Background: an optimization exercise with open tools, aiming at small area, a short achievable clock period and few clock cycles per item. Do not read the settings as production practice.
Only simulation tests tie the RTL to the original design; equivalence was not proved.
Power figures rest on the tool's default switching activity, not on a simulated workload.

==> inputs of exp/pepper <==
==> flow/design.v (excerpt) <==
module dcache_top
(
    input logic clk,
    input logic rst_b,
    input logic req_valid,
    output logic req_ready,
    input logic req_we,
    input logic [2:0] req_funct3,
    input logic [32-1:0] req_addr,
    input logic [32-1:0] req_wdata,
    output logic resp_valid,
    input logic resp_ready,
    output logic [32-1:0] resp_rdata,
    output logic resp_hit,
    output logic mem_req_valid,
    input logic mem_req_ready,
    output logic mem_we,
    output logic [32-1:0] mem_addr,
    output logic [32-1:0] mem_wdata,
    input logic [32-1:0] mem_rdata,
    input logic mem_rvalid
);
make LEC_CHECK=0 CAP_MARGIN=20 CORE_MARGIN=2 CORE_UTILIZATION=60 CTS_CLUSTER_DIAMETER=60 CTS_CLUSTER_SIZE=22 SETUP_SLACK_MARGIN=3.8 SLEW_MARGIN=20 finish   # period 8.0 ns
run.sh (not shown) runs the stock make flow with config.mk's settings and CLKGATE_MAP_FILE= SYNTH_SCRIPT=/design/flow/synth_recipe.tcl, a recipe that flattens the netlist after the stock synthesis.
==> exp/ember (differences from exp/pepper) <==
--- a/flow/design.v
+++ b/flow/design.v
@@ -3,64 +3,26 @@
         logic [32/8-1:0][7:0] bytes;
         logic [32/16-1:0][15:0] halves;
     } line_word_u;
 endpackage
 `timescale 1ns/1ps
-module dcache_store_lanes
-(
-    input logic [32-1:0] wdata,
-    input logic we,
-    input logic [2:0] funct3,
-    input logic [2-1:0] offset,
-    output logic [32/8-1:0] mask,
-    output logic [32-1:0] lanes
-);
-    always_comb begin
-        mask = '0;
-        lanes = wdata;
-        if (we) begin
-            case (funct3)
-                3'd0: begin
-                    lanes = {4{wdata[7:0]}};
-                    mask[offset] = 1'b1;
-                end
-                3'd1: begin
-                    lanes = {2{wdata[15:0]}};
-                    mask = offset[1] ? 4'b1100 : 4'b0011;
-                end
-                3'd2: begin
-                    mask = 4'b1111;
-                end
-                default: begin
-                    mask = '0;
-                end
-            endcase
-        end
-    end
-endmodule
 module dcache_merge
 (
     input logic [32-1:0] base,
     input logic [32-1:0] wdata,
     input logic [2:0] funct3,
     input logic [2-1:0] offset,
     output logic [32-1:0] merged
 );
-    logic [32/8-1:0] mask;
-    logic [32-1:0] lanes;
-    dcache_store_lanes u_lanes (
-        .wdata(wdata),
-        .we(1'b1),
-        .funct3(funct3),
-        .offset(offset),
-        .mask(mask),
-        .lanes(lanes)
-    );
     always_comb begin
-        for (int b = 0; b < 32/8; b++) begin
-            merged[8*b +: 8] = mask[b] ? lanes[8*b +: 8] : base[8*b +: 8];
-        end
+        merged = base;
+        case (funct3)
+            3'd0: merged[8*offset +: 8] = wdata[7:0];
+            3'd1: merged[16*offset[1] +: 16] = wdata[15:0];
+            3'd2: merged = wdata;
+            default: merged = base;
+        endcase
     end
 endmodule
 `timescale 1ns/1ps
 module load_extend
 (
@@ -69,19 +31,12 @@
     input logic [2-1:0] offset,
     output logic [32-1:0] load_data
 );
     logic [7:0] sel_byte;
     logic [15:0] sel_half;
-    always_comb begin
-        case (offset)
-            2'd0: sel_byte = line_word.bytes[0];
-            2'd1: sel_byte = line_word.bytes[1];
-            2'd2: sel_byte = line_word.bytes[2];
-            default: sel_byte = line_word.bytes[3];
-        endcase
-    end
-    assign sel_half = offset[1] ? line_word.halves[1] : line_word.halves[0];
+    assign sel_byte = line_word.bytes[offset];
+    assign sel_half = line_word.halves[offset[1]];
     always_comb begin
         case (req_funct3_q)
             3'd0: begin
                 load_data = {{(32-8){sel_byte[7]}}, sel_byte};
             end
@@ -207,41 +162,24 @@
         end
     end
     logic [IW-1:0] a_idx;
     logic rd_v, rd_d;
     logic [TW-1:0] rd_tag;
-    localparam int GRPS = 4;
-    logic [GRPS-1:0] g_v;
-    logic [TW-1:0] g_tag [GRPS];
-    logic [GRPS-1:0] g_hit;
-    logic rd_hit;
     logic [WW-1:0] rd_data;
     assign a_idx = a_addr_q[OW +: IW];
     always_comb begin
+        rd_v = 1'b0;
         rd_d = 1'b0;
+        rd_tag = '0;
         rd_data = '0;
         for (int i = 0; i < LINES; i++) begin
+            rd_v = rd_v | (a_sel_q[i] & valid_q[i]);
             rd_d = rd_d | (a_sel_q[i] & dirty_q[i]);
+            rd_tag = rd_tag | ({TW{a_sel_q[i]}} & tag_q[i]);
             rd_data = rd_data | ({WW{a_sel_q[i]}} & data_q[i]);
         end
     end
-    always_comb begin
-        rd_v = 1'b0;
-        rd_tag = '0;
-        for (int g = 0; g < GRPS; g++) begin
-            g_v[g] = 1'b0;
-            g_tag[g] = '0;
-            for (int j = 0; j < LINES / GRPS; j++) begin
-                g_v[g] = g_v[g] | (a_sel_q[g * LINES / GRPS + j] & valid_q[g * LINES / GRPS + j]);
-                g_tag[g] = g_tag[g] | ({TW{a_sel_q[g * LINES / GRPS + j]}} & tag_q[g * LINES / GRPS + j]);
-            end
-            g_hit[g] = g_v[g] && (g_tag[g] == a_addr_q[AW-1 -: TW]);
-            rd_v = rd_v | g_v[g];
-            rd_tag = rd_tag | g_tag[g];
-        end
-    end
-    assign rd_hit = |g_hit;
     logic mv_q;
     logic mwe_q;
     logic [AW-OW-1:0] maddr_q;
     logic [WW-1:0] mwdata_q;
     logic prv_q;
@@ -254,21 +192,15 @@
     logic [RQW-1:0] fq_slot_q [FQ];
     logic [FQW-1:0] fq_tail_q, fq_head_q;
     logic [FQW-1:0] fq_nxt;
     logic hd_v_q;
     logic [IW-1:0] hd_idx_q;
-    logic [2:0] hd_lf3_q;                 
+    logic hd_we_q;
+    logic [2:0] hd_f3_q;
     logic [OW-1:0] hd_off_q;
     logic [RQW-1:0] hd_slot_q;
-    logic [WW/8-1:0] hd_mask_q;           
-    logic [WW-1:0] hd_lanes_q;            
-    logic nx_we;
-    logic [2:0] nx_f3;
-    logic [OW-1:0] nx_off;
-    logic [WW-1:0] nx_wdata;
-    logic [WW/8-1:0] nx_mask;
-    logic [WW-1:0] nx_lanes;
+    logic [WW-1:0] hd_sdata_q;
     logic fbv_q;
     logic [IW-1:0] fb_idx_q;
     logic [WW-1:0] fb_data_q;
     logic [RQ-1:0] rq_occ_q;
     logic [RQ-1:0] rq_done_q;
@@ -324,26 +256,34 @@
         .req_funct3_q(b_f3_q),
         .offset(off),
         .load_data(hit_load)
     );
     logic [IW-1:0] f_idx;
+    logic f_we;
+    logic [2:0] f_f3;
     logic [OW-1:0] f_off;
     logic [RQW-1:0] f_slot;
+    logic [WW-1:0] f_sdata;
     logic [WW-1:0] fill_word;
     logic [WW-1:0] fill_load;
     assign f_idx = hd_idx_q;
+    assign f_we = hd_we_q;
+    assign f_f3 = hd_f3_q;
     assign f_off = hd_off_q;
     assign f_slot = hd_slot_q;
-    always_comb begin
-        for (int b = 0; b < WW / 8; b++) begin
-            fill_word[8*b +: 8] = hd_mask_q[b] ? hd_lanes_q[8*b +: 8] : mem_rdata[8*b +: 8];
-        end
-    end
+    assign f_sdata = hd_sdata_q;
+    dcache_merge u_fill_merge (
+        .base(mem_rdata),
+        .wdata(f_sdata),
+        .funct3(f_we ? f_f3 : 3'd7),
+        .offset(f_off),
+        .merged(fill_word)
+    );
     assign b_line = fwd ? fill_word : l_data_q;
     load_extend u_fill_load (
         .line_word(mem_rdata),
-        .req_funct3_q(hd_lf3_q),
+        .req_funct3_q(f_we ? 3'd7 : f_f3),
         .offset(f_off),
         .load_data(fill_load)
     );
     logic fw_en;                
     logic [IW-1:0] fw_idx;
@@ -399,11 +339,11 @@
                 l_hit_q <= (ptag == a_addr_q[AW-1 -: TW]);
             end else begin
                 l_v_q <= rd_v;
                 l_d_q <= rd_d;
                 l_tag_q <= rd_tag;
-                l_hit_q <= rd_hit;
+                l_hit_q <= rd_v && (rd_tag == a_addr_q[AW-1 -: TW]);
             end
             if (st_go && (idx == a_idx)) begin
                 l_data_q <= hit_merged;
             end else if (fw_en && (fw_idx == a_idx)) begin
                 l_data_q <= fw_data;
@@ -418,16 +358,16 @@
     assign mem_we = mwe_q;
     assign mem_addr = {maddr_q, {OW{1'b0}}};
     assign mem_wdata = mwdata_q;
     always_ff @(posedge clk) begin
         if (miss_go) begin
-            mwe_q <= 1'b0;
-            maddr_q <= {ptag, idx};
+            mwe_q <= l_v_q && l_d_q;
+            maddr_q <= (l_v_q && l_d_q) ? {l_tag_q, idx} : {ptag, idx};
             mwdata_q <= b_line;
-            praddr_q <= {l_tag_q, idx};
+            praddr_q <= {ptag, idx};
         end else if (mv_q && mem_req_ready && prv_q) begin
-            mwe_q <= 1'b1;
+            mwe_q <= 1'b0;
             maddr_q <= praddr_q;
         end
     end
     always_ff @(posedge clk or negedge rst_b) begin
         if (!rst_b) begin
@@ -451,34 +391,24 @@
             fq_off_q[fq_tail_q] <= off;
             fq_slot_q[fq_tail_q] <= rq_tail_q;
         end
         if (fill && fq_v_q[fq_nxt]) begin
             hd_idx_q <= fq_idx_q[fq_nxt];
+            hd_we_q <= fq_we_q[fq_nxt];
+            hd_f3_q <= fq_f3_q[fq_nxt];
+            hd_off_q <= fq_off_q[fq_nxt];
             hd_slot_q <= fq_slot_q[fq_nxt];
+            hd_sdata_q <= rq_data_q[fq_slot_q[fq_nxt]];
         end else if ((fill || !hd_v_q) && miss_go) begin
             hd_idx_q <= idx;
+            hd_we_q <= b_we_q;
+            hd_f3_q <= b_f3_q;
+            hd_off_q <= off;
             hd_slot_q <= rq_tail_q;
+            hd_sdata_q <= b_wdata_q;
         end
-        if ((fill && fq_v_q[fq_nxt]) || ((fill || !hd_v_q) && miss_go)) begin
-            hd_lf3_q <= nx_we ? 3'd7 : nx_f3;
-            hd_off_q <= nx_off;
-            hd_mask_q <= nx_mask;
-            hd_lanes_q <= nx_lanes;
-        end
-    end
-    assign nx_we = fill && fq_v_q[fq_nxt] ? fq_we_q[fq_nxt] : b_we_q;
-    assign nx_f3 = fill && fq_v_q[fq_nxt] ? fq_f3_q[fq_nxt] : b_f3_q;
-    assign nx_off = fill && fq_v_q[fq_nxt] ? fq_off_q[fq_nxt] : off;
-    assign nx_wdata = fill && fq_v_q[fq_nxt] ? rq_data_q[fq_slot_q[fq_nxt]] : b_wdata_q;
-    dcache_store_lanes u_nx_lanes (
-        .wdata(nx_wdata),
-        .we(nx_we),
-        .funct3(nx_f3),
-        .offset(nx_off),
-        .mask(nx_mask),
-        .lanes(nx_lanes)
-    );
+    end
     assign fq_nxt = fq_head_q + 1'b1;
     always_ff @(posedge clk or negedge rst_b) begin
         if (!rst_b) begin
             fq_v_q <= '0;
             fq_tail_q <= '0;
==> flow/config.mk (replaced) <==
export PLATFORM = sky130hd
export DESIGN_NAME = dcache_top
export DESIGN_NICKNAME = dcache_top
export VERILOG_FILES = /design/flow/design.v
export SDC_FILE = /design/flow/constraint.sdc
export NUM_CORES = 4
export LEC_CHECK = 0
export CAP_MARGIN = 20
export CORE_MARGIN = 2
export CORE_UTILIZATION = 40
export SETUP_SLACK_MARGIN = 3.8
export SLEW_MARGIN = 20
==> notes.md <==
status finished clean; simple-gate portion of the synthesized area 3.532%; drt initial violations around 26000; routed wl met3 about 120 mm; worst min-delay path endpoint b_wdata_q[31]$_DFFE_PP_; Sw Share roughly 40%; Synth async-reset ratio under 10%
The numbers above come from exp/ember.

==> notes.md <==
Seq area share between 60% and 70%; logic gate share of total power about two fifths; status finished clean; Sw Share between 40% and 50%; routed wl met3 115.9 mm; simple-gate portion of the synthesized area between 3 and 4%; Synth async-reset ratio under 10%; drt initial violations approximately 24000
The numbers above come from exp/pepper.

Testbench counts of exp/pepper, summed over its fixed seeds: cycles 12,960, items 12,000.
Testbench counts of exp/ember, summed over its fixed seeds: cycles 13,078, items 12,000.

port drivers added, routing unchanged:
No port has a modelled driver above. Below, the same layouts with a new extraction and two added sets of constraints. Step 1 sets driving cells, clkbuf_16 on the clock port and buf_2 on the other inputs (assumed; they add their load-dependent delay and slew). Step 2, shift: input delay + t, output delay - t, t = (earliest + latest rising clock arrival at the registers) / 2. This alone moves slack from input paths to output paths. a / b / c = ideal / step 1 / step 2; a / b = the first two.
run	shift t [ns]	slack for setup (ns)	worst setup path after step 2
exp/pepper	1.062	3.711 / 3.711 / 2.873	input to register
exp/ember	1.130	3.529 / 3.529 / 2.708	input to register
After both steps setup and hold are still met in every run listed. The setup slack of exp/pepper, which loses most, moves by 0.000 ns with the drivers and by -0.838 ns with both steps.
